This is an optimization exercise on Yosys and OpenROAD, whose aim is small area, a short achievable clock period and few clock cycles, not a production implementation. The RTL was checked by simulation tests, not by an equivalence proof against the original design. No activity file was given, so power comes from the tool's default toggle rates.

## design.v

```verilog
package mips_pkg;
	typedef enum logic [5:0] {
		OP_RTYPE = 6'b000000,
		OP_J     = 6'b000010,
		OP_BEQ   = 6'b000100,
		OP_ADDI  = 6'b001000,
		OP_SLTI  = 6'b001010,
		OP_ANDI  = 6'b001100,
		OP_ORI   = 6'b001101,
		OP_XORI  = 6'b001110,
		OP_LW    = 6'b100011,
		OP_SW    = 6'b101011
	} opcode_e;
	typedef enum logic [5:0] {
		FN_SLL = 6'b000000,
		FN_SRL = 6'b000010,
		FN_SRA = 6'b000011,
		FN_ADD = 6'b100000,
		FN_SUB = 6'b100010,
		FN_AND = 6'b100100,
		FN_OR  = 6'b100101,
		FN_XOR = 6'b100110,
		FN_NOR = 6'b100111,
		FN_SLT = 6'b101010
	} funct_e;
	typedef enum logic [3:0] {
		ALU_AND = 4'd0,
		ALU_OR  = 4'd1,
		ALU_ADD = 4'd2,
		ALU_SUB = 4'd3,
		ALU_SLT = 4'd4,
		ALU_NOR = 4'd5,
		ALU_XOR = 4'd6,
		ALU_SLL = 4'd7,
		ALU_SRA = 4'd8,
		ALU_SRL = 4'd9
	} alu_op_e;
	typedef struct packed {
		logic reg_dst;
		logic alu_src;
		logic mem_read;
		logic mem_write;
		logic mem_to_reg;
		logic reg_write;
		logic is_branch;
		logic is_jump;
	} ctrl_t;
	typedef struct packed {
		logic [32-1:0] pc4;
		logic [32-1:0] instr;
	} if_id_t;
	typedef struct packed {
		ctrl_t            ctrl;
		alu_op_e          alu_op;
		logic [32-1:0] op_a;
		logic [32-1:0] op_b;
		logic [32-1:0] imm;
		logic [4:0]       shamt;
		logic [4:0]       rt;
		logic [4:0]       rd;
	} id_ex_t;
	typedef struct packed {
		ctrl_t            ctrl;
		logic [32-1:0] alu_res;
		logic [32-1:0] store_data;
		logic [4:0]       dst;
	} ex_mem_t;
endpackage
`timescale 1ns/1ns
module mips_chip (
	input  logic                clk,
	input  logic                rst_n,
	output logic                mem_read_D,
	output logic                mem_write_D,
	output logic [28-1:0] mem_addr_D,
	output logic [128-1:0]  mem_wdata_D,
	input  logic [128-1:0]  mem_rdata_D,
	input  logic                mem_ready_D,
	output logic                mem_read_I,
	output logic [28-1:0] mem_addr_I,
	input  logic [128-1:0]  mem_rdata_I,
	input  logic                mem_ready_I,
	output logic [30-1:0] DCACHE_addr_o,
	output logic [32-1:0]    DCACHE_wdata_o,
	output logic                DCACHE_wen_o
);
	logic [29:0]  pc_q;           
	logic         fd_v;
	logic [29:0]  fd_pc4;
	logic [31:0]  fd_ir;
	logic         de_v, de_wr, de_ld, de_st, de_beq;
	logic [4:0]   de_dst;
	logic [31:0]  de_a, de_b;
	logic [31:0]  de_bi;          
	logic         de_fbmi, de_fbmin;
	logic [4:0]   de_sh;
	logic         de_fam, de_famn, de_fbm;
	logic         de_sub, de_subn;
	logic [3:0]   de_kind;        
	logic [1:0]   de_lop;         
	logic [1:0]   de_sop;         
	logic         em_v, em_wr, em_ld, em_st;
	logic [4:0]   em_dst;
	logic [31:0]  em_res, em_sd;
	logic         em_new, lpend_q;
	logic         drdy_r;         
	logic [31:0]  ldw;            
	logic         freeze;         
	logic         dstall;         
	assign freeze = dstall;
	logic [25:0]  it_q [4];
	logic [3:0]   iv_q;
	logic [127:0] il_q [4];
	logic [3:0]   ij_q [4];       
	logic         ireq_q;
	logic [27:0]  iaddr_q;
	logic [1:0]   fidx;
	logic         dem_q, pc_jump, fd_jp;
	logic         ihit, ibyp, fok, irdy;
	logic [31:0]  finstr, cinstr, binstr;
	logic [29:0]  pc_inc, pc_pred;
	logic         fj, cj;
	logic [27:0]  pline, nline;
	logic         inew, pf_want;
	logic [9:0]   nlo;
	logic [27:0]  inaddr;
	assign fidx   = pc_q[3:2];
	assign ihit   = iv_q[fidx] && (it_q[fidx] == pc_q[29:4]);
	assign irdy   = ireq_q && mem_ready_I;
	assign ibyp   = dem_q && mem_ready_I;
	always_comb begin
		cinstr = '0;
		cj     = 1'b0;
		for (int l = 0; l < 4; l++) begin
			for (int w = 0; w < 4; w++) begin
				cinstr = cinstr | (il_q[l][w*32 +: 32] & {32{fidx == l && pc_q[1:0] == w}});
				cj     = cj | (ij_q[l][w] && fidx == l && pc_q[1:0] == w);
			end
		end
	end
	assign binstr = mem_rdata_I[pc_q[1:0]*32 +: 32];
	assign finstr = ibyp ? binstr : cinstr;
	assign fok    = ihit | ibyp;
	assign pc_inc = pc_q + 30'd1;
	assign fj     = !dem_q && cj;
	assign pc_pred = fj ? {pc_inc[29:26], cinstr[25:0]} : pc_inc;
	assign pline = pc_q[29:2];
	assign nline = pline + 28'd1;
	assign nlo   = pc_q[11:2] + 10'd1;
	assign pf_want = !(iv_q[nlo[1:0]] && it_q[nlo[1:0]] == {pc_q[29:12], nlo[9:2]}) &&
		!(irdy && iaddr_q[9:0] == nlo);
	assign inew  = !fok || pf_want;
	assign inaddr = fok ? nline : pline;
	assign mem_read_I = ireq_q;
	assign mem_addr_I = iaddr_q;
	always_ff @(posedge clk or negedge rst_n) begin
		if (!rst_n) begin
			ireq_q <= 1'b0;
			iv_q   <= '0;
			dem_q  <= 1'b0;
		end else begin
			if (!ireq_q || irdy) begin
				dem_q <= inew && !fok && !pc_jump;
			end else begin
				dem_q <= (dem_q || (!fok && iaddr_q == pline)) && !pc_jump;
			end
			if (irdy) begin
				iv_q[iaddr_q[1:0]] <= 1'b1;
			end
			if (!ireq_q || irdy) begin
				ireq_q <= inew;
				if (inew) begin
					iv_q[inaddr[1:0]] <= 1'b0;
				end
			end
		end
	end
	always_ff @(posedge clk) begin
		if (!ireq_q || irdy) begin
			iaddr_q <= inaddr;
		end
		if (ireq_q) begin
			it_q[iaddr_q[1:0]] <= iaddr_q[27:2];
			il_q[iaddr_q[1:0]] <= mem_rdata_I;
			for (int w = 0; w < 4; w++) begin
				ij_q[iaddr_q[1:0]][w] <= (mem_rdata_I[w*32+26 +: 6] == 6'b000010);
			end
		end
	end
	logic [5:0]  op, fn;
	logic [4:0]  rs, rt, rd;
	logic        r_ok, r_shift, i_alu, i_log, is_lw, is_sw, is_beq;
	logic        d_wr, use_rs, use_rt, d_sub;
	logic [4:0]  d_dst;
	logic        load_use, ex_redir, id_jr;
	assign op = fd_ir[31:26];
	assign fn = fd_ir[5:0];
	assign rs = fd_ir[25:21];
	assign rt = fd_ir[20:16];
	assign rd = fd_ir[15:11];
	always_comb begin
		r_ok = 1'b0;
		if (op == 6'h00) begin
			case (fn)
				6'h20, 6'h22, 6'h24, 6'h25, 6'h26, 6'h27, 6'h2A, 6'h00, 6'h02, 6'h03: r_ok = 1'b1;
				default: r_ok = 1'b0;
			endcase
		end
	end
	assign r_shift = (op == 6'h00) && (fn[5:2] == 4'b0000);
	assign i_log   = (op == 6'h0C) || (op == 6'h0D) || (op == 6'h0E);
	assign i_alu   = (op == 6'h08) || (op == 6'h0A) || i_log;
	assign is_lw   = (op == 6'h23);
	assign is_sw   = (op == 6'h2B);
	assign is_beq  = (op == 6'h04);
	assign d_dst   = r_ok ? rd : rt;
	assign d_wr    = (r_ok || i_alu || is_lw) && (d_dst != 5'd0);
	assign use_rs  = (r_ok && !r_shift) || i_alu || is_lw || is_sw || is_beq;
	assign use_rt  = r_ok || is_sw || is_beq;
	assign d_sub   = (r_ok && (fn == 6'h22 || fn == 6'h2A)) || op == 6'h0A;
	assign id_jr    = fd_v && !fd_jp && (op == 6'b000010);
	assign pc_jump  = !freeze && (ex_redir || id_jr);
	assign load_use = de_v && de_ld && de_wr &&
		((use_rs && rs == de_dst) || (use_rt && rt == de_dst));
	logic [31:1][31:0] rf;
	logic [31:1] rfv_q;
	logic [31:1] rs_sel, rt_sel;
	logic        rf_we;
	logic [31:0] rf_a, rf_b, id_a, id_b, id_a2, id_b2, m_val;
	logic        fw_a, fw_b;
	assign rf_we = em_v && em_wr;
	always_ff @(posedge clk) begin
		for (int i = 1; i < 32; i++) begin
			if (rf_we && em_dst == i) begin
				rf[i] <= m_val;
			end
		end
	end
	always_ff @(posedge clk or negedge rst_n) begin
		if (!rst_n) begin
			rfv_q <= '0;
		end else if (rf_we) begin
			rfv_q[em_dst] <= 1'b1;
		end
	end
	always_comb begin
		rf_a = '0;
		rf_b = '0;
		for (int i = 1; i < 32; i++) begin
			rs_sel[i] = (rs == i) && rfv_q[i];
			rt_sel[i] = (rt == i) && rfv_q[i];
			rf_a = rf_a | (rf[i] & {32{rs_sel[i]}});
			rf_b = rf_b | (rf[i] & {32{rt_sel[i]}});
		end
	end
	assign id_a = rf_a;
	assign id_b = rf_b;
	assign fw_a = em_v && em_wr && em_dst == rs;
	assign fw_b = em_v && em_wr && em_dst == rt;
	assign id_a2 = fw_a ? m_val : id_a;
	assign id_b2 = fw_b ? m_val : id_b;
	logic [29:0] ex_bt;
	logic [31:0] subv;
	logic [32:0] sfull;
	logic        eq_ab, eq_mb, eq_am;
	logic [31:0] kg [6];
	logic [31:0] kp [6];
	logic [31:0] ex_a, ex_b, alu_b, alu_bx, sum, lres, sres, sin, sout, ex_res;
	logic        lt;
	assign ex_a = {de_fam ? em_res[31:16] : de_a[31:16], de_famn ? de_a[15:0] : em_res[15:0]};
	assign ex_b = de_fbm ? em_res : de_b;
	assign ex_bt  = de_bi[29:0];
	assign subv   = {{16{de_sub}}, {16{!de_subn}}};
	assign alu_bx = {de_fbmi ? (em_res[31:16] ^ subv[31:16]) : de_bi[31:16],
		de_fbmin ? de_bi[15:0] : (em_res[15:0] ^ subv[15:0])};
	assign alu_b  = alu_bx;
	always_comb begin
		kg[0] = ex_a & alu_bx;
		kp[0] = ex_a ^ alu_bx;
		kg[0][0] = kg[0][0] | (kp[0][0] & de_sub);
		for (int l = 0; l < 5; l++) begin
			for (int i = 0; i < 32; i++) begin
				if (i >= (1 << l)) begin
					kg[l+1][i] = kg[l][i] | (kp[l][i] & kg[l][i - (1 << l)]);
					kp[l+1][i] = kp[l][i] & kp[l][i - (1 << l)];
				end else begin
					kg[l+1][i] = kg[l][i];
					kp[l+1][i] = kp[l][i];
				end
			end
		end
		sum = kp[0] ^ {kg[5][30:0], de_sub};
	end
	assign lt     = (ex_a[31] == alu_bx[31]) ? ex_a[31] : sum[31];
	always_comb begin
		case (de_lop)
			2'd0:    lres = ex_a & alu_b;
			2'd1:    lres = ex_a | alu_b;
			2'd2:    lres = ex_a ^ alu_b;
			default: lres = ~(ex_a | alu_b);
		endcase
	end
	always_comb begin
		for (int i = 0; i < 32; i++) begin
			sin[i] = (de_sop == 2'd0) ? alu_b[31-i] : alu_b[i];
		end
		sfull = $signed({(de_sop == 2'd3) && alu_b[31], sin}) >>> de_sh;
		sout  = sfull[31:0];
		for (int i = 0; i < 32; i++) begin
			sres[i] = (de_sop == 2'd0) ? sout[31-i] : sout[i];
		end
	end
	assign ex_res = (sum & {32{de_kind[0]}}) | (lres & {32{de_kind[1]}}) |
		{31'd0, lt && de_kind[2]} | (sres & {32{de_kind[3]}});
	assign eq_ab = (de_a == de_b);
	assign eq_mb = (em_res == de_b);
	assign eq_am = (de_a == em_res);
	assign ex_redir = de_v && de_beq &&
		(de_fam ? (de_fbm || eq_mb) : (de_fbm ? eq_am : eq_ab));
	always_ff @(posedge clk or negedge rst_n) begin
		if (!rst_n) begin
			pc_q <= '0;
			fd_v <= 1'b0;
			de_v <= 1'b0;
			em_v <= 1'b0;
		end else if (!freeze) begin
			em_v <= de_v;
			if (ex_redir) begin
				pc_q <= ex_bt;
				fd_v <= 1'b0;
				de_v <= 1'b0;
			end else if (id_jr) begin
				pc_q <= {fd_pc4[29:26], fd_ir[25:0]};
				fd_v <= 1'b0;
				de_v <= fd_v;
			end else if (load_use) begin
				de_v <= 1'b0;
			end else begin
				de_v <= fd_v;
				fd_v <= fok;
				if (fok) begin
					pc_q <= pc_pred;
				end
			end
		end
	end
	always_ff @(posedge clk) begin
		if (!freeze) begin
			em_wr  <= de_wr;
			em_ld  <= de_ld;
			em_st  <= de_st;
			em_dst <= de_dst;
			em_res <= ex_res;
			em_sd  <= ex_b;
			if (!load_use) begin
				fd_pc4 <= pc_inc;
				fd_ir  <= finstr;
				fd_jp  <= fj;
			end
			begin
				de_wr     <= d_wr;
				de_ld     <= is_lw;
				de_st     <= is_sw;
				de_beq    <= is_beq;
				de_dst    <= d_dst;
				de_a      <= id_a2;
				de_b      <= id_b2;
				de_sh     <= fd_ir[10:6];
				de_bi     <= is_beq ? {2'b00, fd_pc4 + {{14{fd_ir[15]}}, fd_ir[15:0]}} :
					((r_ok ? id_b2 : (i_log ? {16'd0, fd_ir[15:0]} : {{16{fd_ir[15]}}, fd_ir[15:0]})) ^
					{32{d_sub}});
				de_fbmi   <= r_ok && de_v && de_wr && de_dst == rt;
				de_fbmin  <= !(r_ok && de_v && de_wr && de_dst == rt);
				de_fam    <= de_v && de_wr && de_dst == rs;
				de_famn   <= !(de_v && de_wr && de_dst == rs);
				de_fbm    <= de_v && de_wr && de_dst == rt;
				de_sub    <= d_sub;
				de_subn   <= !d_sub;
				de_kind   <= r_ok ? (r_shift ? 4'b1000 : (fn == 6'h2A ? 4'b0100 :
					(fn[5:2] == 4'b1001 ? 4'b0010 : 4'b0001))) :
					(op == 6'h0A ? 4'b0100 : (i_log ? 4'b0010 : 4'b0001));
				de_lop    <= r_ok ? fn[1:0] : op[1:0];
				de_sop    <= fn[1:0];
			end
		end
	end
	logic [27:0]  dt_q [2];
	logic [1:0]   dv_q, dd_q;
	logic [127:0] dl_q [2];
	logic         lru_q;          
	logic         vw_q;           
	logic         vdirty, wl0_q, wl1_q, wh0_q, wh1_q;
	logic [27:0]  maddr_q;        
	logic         drd_q, dwr_q;
	logic [27:0]  fs_la;
	logic [1:0]   fs_w;
	logic [31:0]  fs_sd;
	logic         fs_st;
	logic [3:0]   fs_mask;        
	logic         merge, same_em;
	logic [3:0]   dsel [2];       
	logic [27:0]  mla;
	logic         dh0, dh1, dhit, macc, st_hit, hway, vsel, busy, start_m;
	logic [31:0]  mword;
	logic         drdy_w;
	logic [127:0] fill;
	assign busy  = drd_q || dwr_q;
	assign mla   = em_res[31:4];
	assign dh0   = dv_q[0] && (dt_q[0] == mla);
	assign dh1   = dv_q[1] && (dt_q[1] == mla);
	assign dhit  = dh0 || dh1;
	assign hway  = dh1;
	always_comb begin
		mword = '0;
		for (int w = 0; w < 4; w++) begin
			mword = mword | (dl_q[0][w*32 +: 32] & {32{dh0 && em_res[3:2] == w}})
				| (dl_q[1][w*32 +: 32] & {32{dh1 && em_res[3:2] == w}});
		end
	end
	assign macc    = em_v && (em_ld || em_st);
	assign same_em = (mla == fs_la);
	assign merge   = em_v && em_st && fs_st && drd_q && same_em;
	always_comb begin
		for (int w = 0; w < 2; w++) begin
			for (int k = 0; k < 4; k++) begin
				dsel[w][k] = ((st_hit && hway == w) || (merge && vw_q == w)) && em_res[3:2] == k;
			end
		end
	end
	assign dstall  = macc && !dhit && (busy || em_ld) && !(lpend_q && drdy_r) && !merge;
	assign start_m = macc && !dhit && !busy;
	assign st_hit  = em_v && em_st && dhit;
	assign vsel  = !dv_q[0] ? 1'b0 : (!dv_q[1] ? 1'b1 : lru_q);
	assign vdirty = dv_q[vsel] && dd_q[vsel];
	assign drdy_r = drd_q && mem_ready_D;
	assign ldw    = mem_rdata_D[fs_w*32 +: 32];
	assign m_val  = lpend_q ? ldw : (em_ld ? mword : em_res);
	assign drdy_w = dwr_q && mem_ready_D;
	always_comb begin
		fill = mem_rdata_D;
		if (fs_st) begin
			fill[fs_w*32 +: 32] = fs_sd;
		end
	end
	assign mem_read_D  = drd_q;
	assign mem_write_D = dwr_q;
	assign mem_addr_D  = maddr_q;
	assign mem_wdata_D = {({64{wh0_q}} & dl_q[0][127:64]) | ({64{wh1_q}} & dl_q[1][127:64]),
		({64{wl0_q}} & dl_q[0][63:0]) | ({64{wl1_q}} & dl_q[1][63:0])};
	always_ff @(posedge clk or negedge rst_n) begin
		if (!rst_n) begin
			wl0_q <= 1'b0;
			wl1_q <= 1'b0;
		end else if (start_m) begin
			wl0_q <= !vsel;
			wl1_q <= vsel;
		end
	end
	always_ff @(posedge clk) begin
		if (start_m) begin
			wh0_q <= !vsel;
			wh1_q <= vsel;
			maddr_q <= vdirty ? dt_q[vsel] : mla;
		end else if (drdy_w) begin
			maddr_q <= fs_la;
		end
	end
	always_ff @(posedge clk or negedge rst_n) begin
		if (!rst_n) begin
			dv_q    <= '0;
			lru_q   <= 1'b0;
			drd_q   <= 1'b0;
			dwr_q   <= 1'b0;
			lpend_q <= 1'b0;
			em_new  <= 1'b0;
		end else begin
			em_new <= !freeze;
			if (start_m && em_ld) begin
				lpend_q <= 1'b1;
			end
			if (start_m) begin
				dv_q[vsel] <= 1'b0;
				if (vdirty) begin
					dwr_q <= 1'b1;
				end else begin
					drd_q <= 1'b1;
				end
			end
			if (drdy_w) begin
				dwr_q <= 1'b0;
				drd_q <= 1'b1;
			end
			if (drdy_r) begin
				drd_q      <= 1'b0;
				dv_q[vw_q] <= 1'b1;
				lru_q      <= !vw_q;
				lpend_q    <= 1'b0;
			end else if (macc && dhit) begin
				lru_q <= !hway;
			end
		end
	end
	always_ff @(posedge clk) begin
		if (start_m) begin
			vw_q  <= vsel;
			fs_la <= mla;
			fs_w  <= em_res[3:2];
			fs_sd <= em_sd;
			fs_st <= em_st;
			fs_mask <= 4'b0000;
		end else if (merge) begin
			fs_mask[em_res[3:2]] <= 1'b1;
		end
		for (int w = 0; w < 2; w++) begin
			for (int k = 0; k < 4; k++) begin
				if (dsel[w][k] || (drd_q && vw_q == w && !fs_mask[k])) begin
					dl_q[w][k*32 +: 32] <= dsel[w][k] ? em_sd : fill[k*32 +: 32];
				end
			end
		end
		if (drd_q) begin
			dt_q[vw_q] <= fs_la;
		end
		if (st_hit) begin
			dd_q[hway] <= 1'b1;
		end
		if (drdy_r) begin
			dd_q[vw_q] <= fs_st;
		end
	end
	assign DCACHE_wen_o   = em_v && em_st && em_new;
	assign DCACHE_addr_o  = em_res[31:2];
	assign DCACHE_wdata_o = em_sd;
endmodule
```

## flow/run.sh

```bash
#!/bin/bash
set -uo pipefail
export SETUP_SLACK_MARGIN=6.0
export BUFFER_PORTS_ARGS="-buffer_cell sky130_fd_sc_hd__buf_1"
bash standard.sh > standard.log 2>&1
```

## standard.sh

```bash
#!/bin/bash
# synth_recipe.tcl (not shown) runs the flow's synth.tcl, then flattens the netlist and writes it again
# the make line also repeats each setting of config.mk as NAME=value (left out here)
make -C /OpenROAD-flow-scripts/flow DESIGN_CONFIG=/design/flow/config.mk WORK_HOME=/design/flow/orfs CLKGATE_MAP_FILE= SYNTH_SCRIPT=/design/flow/synth_recipe.tcl "${@:-finish}"
```

## config.mk

```make
export PLATFORM = sky130hd
export DESIGN_NAME = mips_chip
export DESIGN_NICKNAME = mips_chip
export VERILOG_FILES = /design/flow/design.v
export SDC_FILE = /design/flow/constraint.sdc
export NUM_CORES = 8
export LEC_CHECK = 0
export ABC_CLOCK_PERIOD_IN_PS = 3500
export CAP_MARGIN = 20
export CORE_MARGIN = 2
export CORE_UTILIZATION = 55
export CTS_CLUSTER_DIAMETER = 80
export CTS_CLUSTER_SIZE = 20
export SLEW_MARGIN = 20
```

## constraint.sdc

```tcl
create_clock -name core_clock -period 10.0 [get_ports {clk}]
set_input_delay 2.0000 -clock core_clock [delete_from_list [all_inputs] [get_ports {clk}]]
set_output_delay 2.0000 -clock core_clock [all_outputs]
set_load 0.01 [all_outputs]
```

==> results of run 1 <==
## critical path: stages, from the launching register on
cell	delay, ns
dfrtp_4	0.58
buf_4	0.18
buf_16	0.15
a22o_4	0.28
buf_6	0.14
## power breakdown
group | internal [mW] | total, mW | switching, mW
Sequential | 13.7 | 15.2 | 1.47
Combinational | 5.30 | 15.3 | 10.0
Clock | 3.01 | 6.56 | 3.55
Total | 22.0 | 37.1 | 15.0
## final cells by class
class	count	area (um^2)
Fill cell	15986	78700
Timing Repair Buffer	959	7400
Clock buffer	162	3800
Antenna cell	32	80.1
Inverter	152	602
Sequential cell	2402	71700
Timing Repair inverter	3	20.0
Clock inverter	51	717
Multi-Input combinational cell	5498	42600
Tap cell	2805	3510
## stage by stage
step / hold WS [ns] / setup slack [ns] / power, mW
final: 0.462 / 5.78 / 37.1
after global routing: 0.481 / 5.78 / 38.1
after CTS: 0.460 / 5.75 / 35.9
after detailed placement: 0.441 / 4.78 / 28.7
after global placement: 0.438 / 4.85 / 28.6
after floorplan: 0.400 / 4.15 / 23.2
## cell usage after synthesis (all sizes together), types with 31 or more instances
| cell | count | area [um^2] |
|---|---|---|
| nor4 | 59 | 388 |
| nand2b | 34 | 213 |
| a22o | 514 | 4500 |
| a21oi | 563 | 2830 |
| a22oi | 660 | 4950 |
| a221oi | 385 | 3370 |
| and3 | 114 | 713 |
| o21ai | 246 | 1230 |
| nor3 | 103 | 515 |
| xnor2 | 232 | 2030 |
| mux2 | 96 | 1230 |
| a222oi | 69 | 691 |
| o211ai | 37 | 283 |
| ha | 118 | 1480 |
| xor2 | 183 | 1600 |
| edfxtp | 2317 | 69600 |
| o21a | 45 | 338 |
| a21o | 51 | 383 |
| o31ai | 42 | 315 |
| nand3 | 179 | 896 |
| nor2 | 625 | 2350 |
| nand2 | 405 | 1520 |
| inv | 151 | 567 |
| mux4 | 160 | 3600 |
| mux2i | 114 | 1140 |
| dfrtp | 79 | 1980 |
| clkbuf | 641 | 2450 |
| buf | 168 | 908 |
| a31oi | 31 | 194 |
| nand4 | 170 | 1060 |
| and2 | 51 | 319 |
## worst paths after layout
path | from | end | slack (ns) | depth (start not counted)
min in group asynchronous | rst_n | pc_q[29] | 1.15 | 1
worst max-delay path | wl1_q | mem_wdata_D[33] | 5.78 | 4
max in group asynchronous | rst_n | pc_q[2] | 7.47 | 2
worst max register to register | em_res[29] | de_bi[12] | 5.83 | 14
worst min-delay path | de_ld | em_ld | 0.46 | 0
worst min register to register | de_ld | em_ld | 0.46 | 0
## flip-flops by register name, summed over array words and instances, names as in the netlist, 56 cells and up
name	cells
it_q	104
dt_q	56
rf	992
dl_q	256
il_q	512
## kinds of logic after synthesis
group / Yosys count
AO/OA/AOI/OAI: 2754
adder cells (fa/ha/maj): 123
AND/OR/NAND/NOR: 1836
multiplexers: 370
flip-flops: 2402
XOR/XNOR: 415
buffers and inverters: 961
## per-layer routing
layer	share of wire	routed length [um]
met1	0.34	175000
met2	0.41	211000
met3	0.18	91200
met4	0.080	41800
met5	0.0012	632
## timing repair
item	4_1_cts	5_1_grt
gates resized for setup	479	302
endpoints found under the setup margin	1854	872
setup buffers	88	85
hold endpoints to repair	0	0
cloned	21	15
pin swaps	91	92
==> summary.md, run 1 <==
| Metric | Value |
|---|---|
| Synth Area in Simple Gates | `0.0752` |
| Vias per cell | `7.80` |
| Post-route cell area | `130000 um^2` |
| Unrepaired setup endpoints after global routing | `yes` |
| # DRC | `0` |
| Pwr Density | `284 nW/um^2` |
| Most common cell after layout, fill and taps aside | `edfxtp_1` |
| Crit path kind | `flop to output pin` |
| H-Tree Depth | `4` |
| Crit path max fanout | `8` |
| Placed insts | `11610` |
| IO buf count | `509` |
| Max-slew violations | `0` |
| Max VDD drop | `0.209 mV` |
| Clock sinks | `2402` |
| Post-Synth Adder-Cell Area | `0.0135` |
| Routed Antenna Nets | `0` |
| Post-synth EDFFs | `2317` |
| Most frequent cells in the layout | `2317 x edfxtp_1, 660 x a22oi_1, 575 x nor2_1` |
| Largest net degree at the start of global routing | `159` |
| GR Util met2 | `0.650` |
| Final period util | `0.422` |
| P&R area growth vs syn | `12.9%` |
| Required @ worst endpoint | `8.00 ns` |
| Tightest Hold Check Type | `flop to flop` |
| Distinct cells, synth | `92` |
| Syn_nets | `9242` |
| Drt initial violations | `20051` |
| Final Instance Count excl. Fillers | `12064` |
| Fin nets | `9545` |
| Final Hold Fails | `0` |
| Mux cell area share after synthesis | `0.0517` |
| DIE WIDTH | `462 um` |
| First-pass GRT wire length | `691000 um` |
| Largest family of logic cells by synthesized area | `compound AO/OA/AOI/OAI gates` |
| Root buffer cell | `clkbuf_16` |
| First-pass DRT Iterations | `12` |
| CTS tree | `yes` |
| Busiest grt layer | `met2` |
| Met3 usage | `0.209` |
| Initial core utilization | `0.552` |
| Placed cell areas | `120000 um^2` |
| Post-synthesis sequential area ratio | `0.621` |
| Final wirelength | `520000 um` |
| Slew @ Worst Pin | `1.32 ns` |
| Crit path DAT | `2.22 ns` |
| CORE AREA | `209000 um^2` |
| Worst Setup Start Kind | `flop` |
| Number of global-route vias before repair | `85299` |
| XOR/XNOR share of the synthesized area | `0.0315` |
| Share of flip-flops with an asynchronous set or reset | `0.0329` |
| Total grt overflow | `0` |
| Max-cap viol count | `0` |
| Fmax | `0.237 GHz` |
| Final HPWL DP | `306000 um` |
| Clock Tree Buf Depth | `3` |
| Worst-Skew Late Latency | `0.90 ns` |
| Yosys reg bits | `2402` |
| Vias | `94087` |
| Rel. slew slack | `0.120` |
| Routed len/inst | `43.1 um` |
| Setup TNS | `0 ns` |
| Minimum clock period | `4.22 ns` |
| Row cnt | `168` |
| CTS Buf Count | `148` |
| Main flop type after synthesis | `edfxtp_1` |
| Leakage power | `45.6 nW` |
| GRT Total Usage | `0.468` |
| Mean Syn Cell Area | `13.0 um^2` |
| Post-cts hold buffer count | `0` |
| Post-Syn Instances | `8861` |
| Cell Area, Synth | `116000 um^2` |
| Outcome | `timing/DRC/antenna clean` |
| Initial antenna violation count | `65` |
| Full die area | `214000 um^2` |
| I/O pin count | `510` |
| Final Setup Violations | `0` |
| Worst Setup End Kind | `output pin` |
| CTS clock-pin slew for the worst setup and hold paths | `0.08 ns` |
| Die Ht | `462 um` |
| Finished Core Util | `0.624` |
| M1 GR Usage | `0.603` |
| Clock Skew | `0.0447 ns` |
| GPL Wtd Cong | `0.997` |
| Synth Warn # | `5` |
| Synth Area in Compound Gates | `0.174` |
| Share of layout cells above drive strength 1 | `0.161` |
Testbench counts, summed over its fixed seeds: cycles 84,889.
==> run 2, diff against run 1 <==
--- a/config.mk
+++ b/config.mk
@@ -8,7 +8,7 @@
 export ABC_CLOCK_PERIOD_IN_PS = 3500
 export CAP_MARGIN = 20
 export CORE_MARGIN = 2
-export CORE_UTILIZATION = 55
-export CTS_CLUSTER_DIAMETER = 80
-export CTS_CLUSTER_SIZE = 20
+export CORE_UTILIZATION = 50
+export CTS_CLUSTER_DIAMETER = 90
+export CTS_CLUSTER_SIZE = 25
 export SLEW_MARGIN = 20
==> run 2 against run 1 <==
Synthesized area did not move. Critical path depth did not move. Setup slack improved by 0.0026 ns. Largest cell class unchanged. Highest routed layer unchanged.
==> summary.md, run 2 <==
| Metric | Value |
|---|---|
| Post-synthesis sequential area ratio | `0.621` |
| Synth Warn # | `5` |
| Final HPWL DP | `311000 um` |
| Vias per cell | `7.65` |
| Hold slack final | `0.483 ns` |
| Clock Tree Buf Depth | `3` |
| Share of layout cells above drive strength 1 | `0.148` |
| Largest net degree at the start of global routing | `161` |
| Clock sinks | `2402` |
| Commonest cells in the netlist | `2317 x edfxtp_1, 660 x a22oi_1, 625 x nor2_1` |
| Final Instance Count excl. Fillers | `12255` |
| Met3 wire length | `86500 um` |
| Total grt overflow | `0` |
| Worst Setup Start Kind | `flop` |
| Crit path kind | `flop to output pin` |
| Worst Setup End Kind | `output pin` |
| Yosys reg bits | `2402` |
| CTS tree | `yes` |
| Drt initial violations | `20050` |
| Post-synth EDFFs | `2317` |
| DR top layer | `met5` |
| Crit path max fanout | `8` |
| Leakage power | `44.8 nW` |
| Met2 wire length | `218000 um` |
| Root buffer cell | `clkbuf_16` |
| R2R depth | `14` |
| Mean Syn Cell Area | `13.0 um^2` |
| Most frequent cells in the layout | `2317 x edfxtp_1, 660 x a22oi_1, 583 x nor2_1` |
| Main flop type after synthesis | `edfxtp_1` |
| Fin nets | `9499` |
| Rel. slew slack | `0.157` |
| Final Setup Violations | `0` |
| Crit path to | `mem_wdata_D[34]` |
| Total power | `36.1 mW` |
| Post-cts hold buffer count | `0` |
| IO buf count | `509` |
| DIE WIDTH | `485 um` |
| Worst-Skew Late Latency | `0.88 ns` |
| Routed len/inst | `43.3 um` |
| Slew @ Worst Pin | `1.26 ns` |
| Max VDD drop | `0.236 mV` |
| Synth area leaders | `edfxtp_1 60%, a22oi_1 4.3%, a22o_1 3.9%, mux4_2 3.1%, a221oi_1 2.9%` |
| Outcome | `timing/DRC/antenna clean` |
| Tightest Hold Check Type | `flop to flop` |
| Minimum clock period | `4.22 ns` |
| Largest Register | `rf` |
| I/O pin count | `510` |
| Final period util | `0.422` |
| DRT met1 WL | `180000 um` |
| Most common cell after layout, fill and taps aside | `edfxtp_1` |
| Max-slew violations | `0` |
| FF-to-FF Start | `em_res[23]` |
| Pwr Density | `280 nW/um^2` |
| Initial antenna violation count | `55` |
| Placed insts | `11812` |
| Unrepaired setup endpoints after global routing | `yes` |
| Top cell type's share of synthesized area | `0.602` |
| Number of global-route vias before repair | `86757` |
| Cell Area, Synth | `116000 um^2` |
| GPL Wtd Cong | `0.984` |
| Full die area | `235000 um^2` |
| Worst R2R Setup Slack | `5.89 ns` |
| Final Hold Fails | `0` |
| CTS Buf Count | `116` |
| Required @ worst endpoint | `8.00 ns` |
| P&R area growth vs syn | `11.9%` |
| Max-cap viol count | `0` |
| Distinct cells, synth | `92` |
| Setup TNS | `0 ns` |
| Share of flip-flops with an asynchronous set or reset | `0.0329` |
| Routed Antenna Nets | `0` |
| Final wirelength | `531000 um` |
| Die Ht | `485 um` |
| # DRC | `0` |
| First-pass DRT Iterations | `14` |
| Crit path DAT | `2.22 ns` |
| Initial core utilization | `0.502` |
| GRT Total Usage | `0.435` |
| Clock Skew | `0.0664 ns` |
| Row cnt | `176` |
| Yosys top cell by area | `edfxtp_1` |
| Top-count cell post-synth | `edfxtp_1` |
| RR Endpoint | `de_bi[30]` |
| Vias | `93772` |
| Post-Syn Instances | `8861` |
| H-Tree Depth | `3` |
| Syn_nets | `9242` |
| First-pass GRT wire length | `712000 um` |
| Fmax | `0.237 GHz` |
| Largest register FFs | `992` |
| CORE AREA | `230000 um^2` |
| CTS clock-pin slew for the worst setup and hold paths | `0.10 ns` |
| Worst setup path startpoint | `wl1_q` |
run 2: worst max-delay path, stage by stage, from the launching register on:
cell and delay [ns]:
dfrtp_4 0.63, buf_12 0.18, buf_16 0.14, a22o_4 0.25
buf_6 0.13
run 2: what timing repair did:
item                       4_1_cts  5_1_grt
setup endpoints to repair     2019      968
pin swaps                       78       74
resized for setup              409      251
setup buffers                  111       58
gates cloned                    31       13
run 2: final cells by class:
class | count | area, um^2
timing repair inverter | 5 | 32.5
sequential | 2402 | 71700
inverter | 152 | 594
clock inverter | 36 | 536
timing repair buffer | 942 | 7240
tap | 3026 | 3790
fill | 18676 | 101000
antenna | 29 | 72.6
clock buffer | 164 | 3140
multi-input combinational | 5499 | 42100
run 2: power breakdown:
part           internal [mW]  switching [mW]
registers               13.7            1.61
logic                   5.21            9.75
clock network           2.40            3.43
total                   21.3            14.8
run 2: metrics by stage:
stage / area (um^2) / setup WS (ns) / utilization
6_report: 129000 / 5.78 / 0.562
5_1_grt: 129000 / 5.80 / 0.562
4_1_cts: 127000 / 5.71 / 0.554
3_5_place_dp: 120000 / 4.36 / 0.524
3_3_place_gp: 120000 / 4.50 / 0.524
2_1_floorplan: 116000 / 4.15 / -
run 2: worst min-delay path by stage:
stage,startpoint,slack [ns],endpoint,cells after the start
floorplan,de_st,0.40,em_st,0
global placement,de_ld,0.45,em_ld,0
detailed placement,de_ld,0.46,em_ld,0
CTS,de_ld,0.48,em_ld,0
global route,de_ld,0.50,em_ld,0
finish,de_ld,0.48,em_ld,0
run 2: cell families (layout without fill, tap and decap cells):
group | Yosys count | in the layout | synth area share
AOI/OAI and AO/OA | 2754 | 2754 | 0.174
adders and majority gates | 123 | 123 | 0.0135
muxes | 370 | 370 | 0.0517
and+or+nand+nor | 1836 | 1837 | 0.0752
DFF | 2402 | 2402 | 0.621
other | 0 | 29 | 0
buffers and inverters | 961 | 1299 | 0.0340
xor gates and xnor gates | 415 | 415 | 0.0315
run 2: routing by layer:
| metal | up-vias | track usage |
|---|---|---|
| met3 | 2374 | 0.178 |
| li1 | 35677 | - |
| met2 | 9488 | 0.621 |
| met4 | 86 | 0.270 |
| met1 | 46147 | 0.550 |
| met5 | - | 0.00245 |
==> run 3, diff against run 2 <==
--- a/design.v
+++ b/design.v
@@ -262,7 +262,6 @@
 	logic [29:0] ex_bt;
 	logic [31:0] subv;
 	logic [32:0] sfull;
-	logic        eq_ab, eq_mb, eq_am;
 	logic [31:0] kg [6];
 	logic [31:0] kp [6];
 	logic [31:0] ex_a, ex_b, alu_b, alu_bx, sum, lres, sres, sin, sout, ex_res;
@@ -312,11 +311,7 @@
 	end
 	assign ex_res = (sum & {32{de_kind[0]}}) | (lres & {32{de_kind[1]}}) |
 		{31'd0, lt && de_kind[2]} | (sres & {32{de_kind[3]}});
-	assign eq_ab = (de_a == de_b);
-	assign eq_mb = (em_res == de_b);
-	assign eq_am = (de_a == em_res);
-	assign ex_redir = de_v && de_beq &&
-		(de_fam ? (de_fbm || eq_mb) : (de_fbm ? eq_am : eq_ab));
+	assign ex_redir = de_v && de_beq && (ex_a == ex_b);
 	always_ff @(posedge clk or negedge rst_n) begin
 		if (!rst_n) begin
 			pc_q <= '0;
==> flow/run.sh (replaced) <==
#!/bin/bash
set -uo pipefail
export SETUP_SLACK_MARGIN=6.0
export BUFFER_PORTS_ARGS="-buffer_cell sky130_fd_sc_hd__buf_2"
bash standard.sh > standard.log 2>&1
--- a/config.mk
+++ b/config.mk
@@ -8,7 +8,7 @@
 export ABC_CLOCK_PERIOD_IN_PS = 3500
 export CAP_MARGIN = 20
 export CORE_MARGIN = 2
-export CORE_UTILIZATION = 50
+export CORE_UTILIZATION = 45
 export CTS_CLUSTER_DIAMETER = 90
 export CTS_CLUSTER_SIZE = 25
 export SLEW_MARGIN = 20
==> run 3 against run 2 <==
Die area up 13%. Routed wire length up 4.4%. Global-route usage down 3.4 points. Clock skew down 0.0039 ns. Sequential power about the same. Largest cell class unchanged. Largest power group is now combinational logic. Highest routed layer unchanged.
==> summary.md, run 3 <==
| Metric | Value |
|---|---|
| Outcome | `timing/DRC/antenna clean` |
| Vias per cell | `7.40` |
| Crit path max fanout | `16` |
| Placed insts | `12692` |
| Slack of the critical path | `5.76 ns` |
| Initial antenna violation count | `89` |
| Worst Setup Start Kind | `flop` |
| Worst path bufs/invs | `1` |
| Routed Antenna Nets | `0` |
| Post-Syn Instances | `9206` |
| Post-synthesis sequential area ratio | `0.607` |
| CORE AREA | `262000 um^2` |
| Setup TNS | `0 ns` |
| Distinct cells, synth | `113` |
| Vias | `97506` |
| Final Setup Violations | `0` |
| Max VDD drop | `0.216 mV` |
| Commonest cells in the netlist | `2317 x edfxtp_1, 938 x a22oi_1, 595 x nor2_1` |
| Minimum clock period | `4.24 ns` |
| Worst R2R Setup Slack | `5.76 ns` |
| Delay-heaviest family, CP | `simple AND/OR/NAND/NOR gates` |
| NetSw | `15.1 mW` |
| Slew @ Worst Pin | `1.19 ns` |
| Worst setup path startpoint | `fd_ir[18]` |
| Main flop type after synthesis | `edfxtp_1` |
| Final Instance Count excl. Fillers | `13168` |
| Slowest stage cell, crit path | `nor4_1` |
| Unrepaired setup endpoints after global routing | `yes` |
| Share of power burned in registers | `0.414` |
| Cell internal pwr | `21.5 mW` |
| Final period util | `0.424` |
| H-Tree Depth | `4` |
| Final HPWL DP | `338000 um` |
| Dpl ws | `4.53 ns` |
| Clock Tree Buf Depth | `3` |
| I/O pin count | `510` |
| Fin nets | `9917` |
| Crit path DAT | `4.85 ns` |
| Mean Syn Cell Area | `12.8 um^2` |
| Share of flip-flops with an asynchronous set or reset | `0.0329` |
| Synth Warn # | `5` |
| Yosys reg bits | `2402` |
| Max-cap viol count | `0` |
| Top cell type's share of synthesized area | `0.590` |
| DIE WIDTH | `516 um` |
| Full die area | `266000 um^2` |
| Top-count cell post-synth | `edfxtp_1` |
| Largest Register | `rf` |
| Routed len/inst | `42.1 um` |
| Combinational share of power | `0.416` |
| CTS Buf Count | `130` |
| First-pass GRT wire length | `743000 um` |
| Clock Skew | `0.0625 ns` |
| Final wirelength | `554000 um` |
| Initial core utilization | `0.451` |
| Yosys top cell by area | `edfxtp_1` |
| # DRC | `0` |
| Pwr Density | `274 nW/um^2` |
| CP cell instances | `buf_12 -> nor2b_2 -> and3_2 -> a22o_1 -> a221oi_1 -> nand3_1 -> nor4_1 -> a21bo_2 -> mux2i_1 -> o31ai_1` |
| Share of layout cells above drive strength 1 | `0.204` |
| Row cnt | `188` |
| Die Ht | `516 um` |
| Drt initial violations | `20644` |
| Number of global-route vias before repair | `90584` |
| Max-slew violations | `0` |
| Synth area leaders | `edfxtp_1 59%, a22oi_1 6.0%, mux4_2 3.0%, a22o_1 2.5%, a21oi_1 1.9%` |
| Finished Core Util | `0.510` |
| Most frequent cells in the layout | `2317 x edfxtp_1, 938 x a22oi_1, 557 x nor2_1` |
| P&R area growth vs syn | `13.0%` |
| Clock sinks | `2402` |
| Leakage power | `47.4 nW` |
| Final Hold Fails | `0` |
| Root buffer cell | `clkbuf_16` |
| CTS clock-pin slew for the worst setup and hold paths | `0.09 ns` |
| Sw frac | `0.412` |
| GRT Total Usage | `0.401` |
| Required @ worst endpoint | `10.61 ns` |
| CP max stage delay | `0.95 ns` |
| GPL Wtd Cong | `1.03` |
| Clk network pwr share | `0.170` |
| Largest net degree at the start of global routing | `133` |
| WP depth | `10` |
| Tightest Hold Check Type | `flop to flop` |
| Most common cell after layout, fill and taps aside | `edfxtp_1` |
| Post-synth EDFFs | `2317` |
| CTS tree | `yes` |
| IO buf count | `509` |
| Rel. slew slack | `0.210` |
| Total grt overflow | `0` |
| Worst-Skew Late Latency | `0.89 ns` |
| Fmax | `0.236 GHz` |
| RR Endpoint | `de_bi[24]` |
| Cell Area, Synth | `118000 um^2` |
| Syn_nets | `9586` |
| Worst Setup End Kind | `flop` |
| Post-cts hold buffer count | `0` |
| R2R depth | `10` |
| FF-to-FF Start | `fd_ir[18]` |
| First-pass DRT Iterations | `14` |
| Crit path to | `de_bi[24]` |
| Crit path kind | `flop to flop` |
| Largest register FFs | `992` |
[run 3: worst min-delay path by stage]
stage               cells past startpoint  slack [ns]  startpoint     to
floorplan                               0        0.40       de_st  em_st
global placement                        0        0.45       de_st  em_st
detailed placement                      0        0.42       de_st  em_st
CTS                                     0        0.43       de_st  em_st
global route                            0        0.44       de_st  em_st
finish                                  0        0.44       de_st  em_st
[run 3: area by class of cell]
cell class | count | area, um^2
Antenna cell | 44 | 110
Clock buffer | 146 | 3310
Clock inverter | 58 | 840
Fill cell | 22425 | 128000
Inverter | 186 | 756
Multi-Input combinational cell | 5812 | 44600
Sequential cell | 2402 | 71700
Tap cell | 3515 | 4400
Timing Repair Buffer | 995 | 7550
Timing Repair inverter | 10 | 75.1
[run 3: logic make-up after synthesis]
logic type | count (synthesis) | share of synthesized area
compound gates | 2670 | 0.165
flops | 2402 | 0.607
simple gates | 2162 | 0.0925
buf+inv | 1000 | 0.0357
mux | 471 | 0.0582
xor+xnor | 379 | 0.0281
fa+ha+maj | 122 | 0.0131
[run 3: worst reg2reg max path, stage by stage, from the launching register on]
cell	delay (ns)
edfxtp_1	0.58
buf_12	0.22
nor2b_2	0.24
and3_2	0.60
a22o_1	0.39
a221oi_1	0.21
nand3_1	0.14
nor4_1	0.95
a21bo_2	0.36
mux2i_1	0.20
o31ai_1	0.10
[run 3: stage by stage]
stage / total power, mW / hold slack (ns) / cell area, um^2
finish: 36.6 / 0.436 / 133000
global placement: 28.5 / 0.453 / 124000
floorplan: 23.1 / 0.400 / 118000
global route: 37.6 / 0.438 / 133000
detailed placement: 28.7 / 0.417 / 124000
CTS: 35.6 / 0.435 / 132000
[run 3: what timing repair did]
action | in CTS | in global routing
setup endpoints to repair | 2214 | 783
gates resized for setup | 353 | 175
buffers inserted | 145 | 50
cloned | 25 | 8
pin swaps | 49 | 68
[run 3: metal layers]
metal / GRT usage / vias to the layer above / wire length [um]
li1: - / 37234 / -
met1: 0.502 / 48095 / 188000
met2: 0.570 / 9675 / 227000
met3: 0.165 / 2408 / 91500
met4: 0.260 / 94 / 47500
met5: 0.00144 / - / 612
[run 3: power groups by stage]
stage,Sequential [mW],Combinational (mW),Clock [mW]
2_1_floorplan,14.4,8.66,0
3_3_place_gp,15.7,12.9,0
6_report,15.1,15.2,6.23
3_5_place_dp,15.7,12.9,0
4_1_cts,15.1,14.3,6.22
5_1_grt,15.2,15.8,6.54
Testbench counts of run 3, summed over its fixed seeds: cycles 84,889.

[re-timing with driven ports]
In the flow no input, the clock included, has a driving cell. The finished layouts below were timed again as built, in two steps.
Step 1 assumes that a clkbuf_16 drives the clock port and a buf_2 every other input.
Step 2, shift: input delay + t, output delay - t, t = (earliest + latest rising clock arrival at the registers) / 2. This alone moves slack from input paths to output paths.
Slacks: ideal ports / drivers / drivers and shift; pairs: ideal ports / drivers.
run | shift t [ns] | setup WS [ns] | worst slew at a driven data input, ns
run 1 | 0.978 | 5.776 / 5.668 / 5.160 | 0.23
run 2 | 0.949 | 5.778 / 5.679 / 5.262 | 0.28
run 3 | 0.961 | 5.756 / 5.669 / 5.200 | 0.27
After both steps setup and hold are still met in every run listed. The setup slack of run 1, which loses most, moves by -0.108 ns with the drivers and by -0.616 ns with both steps.
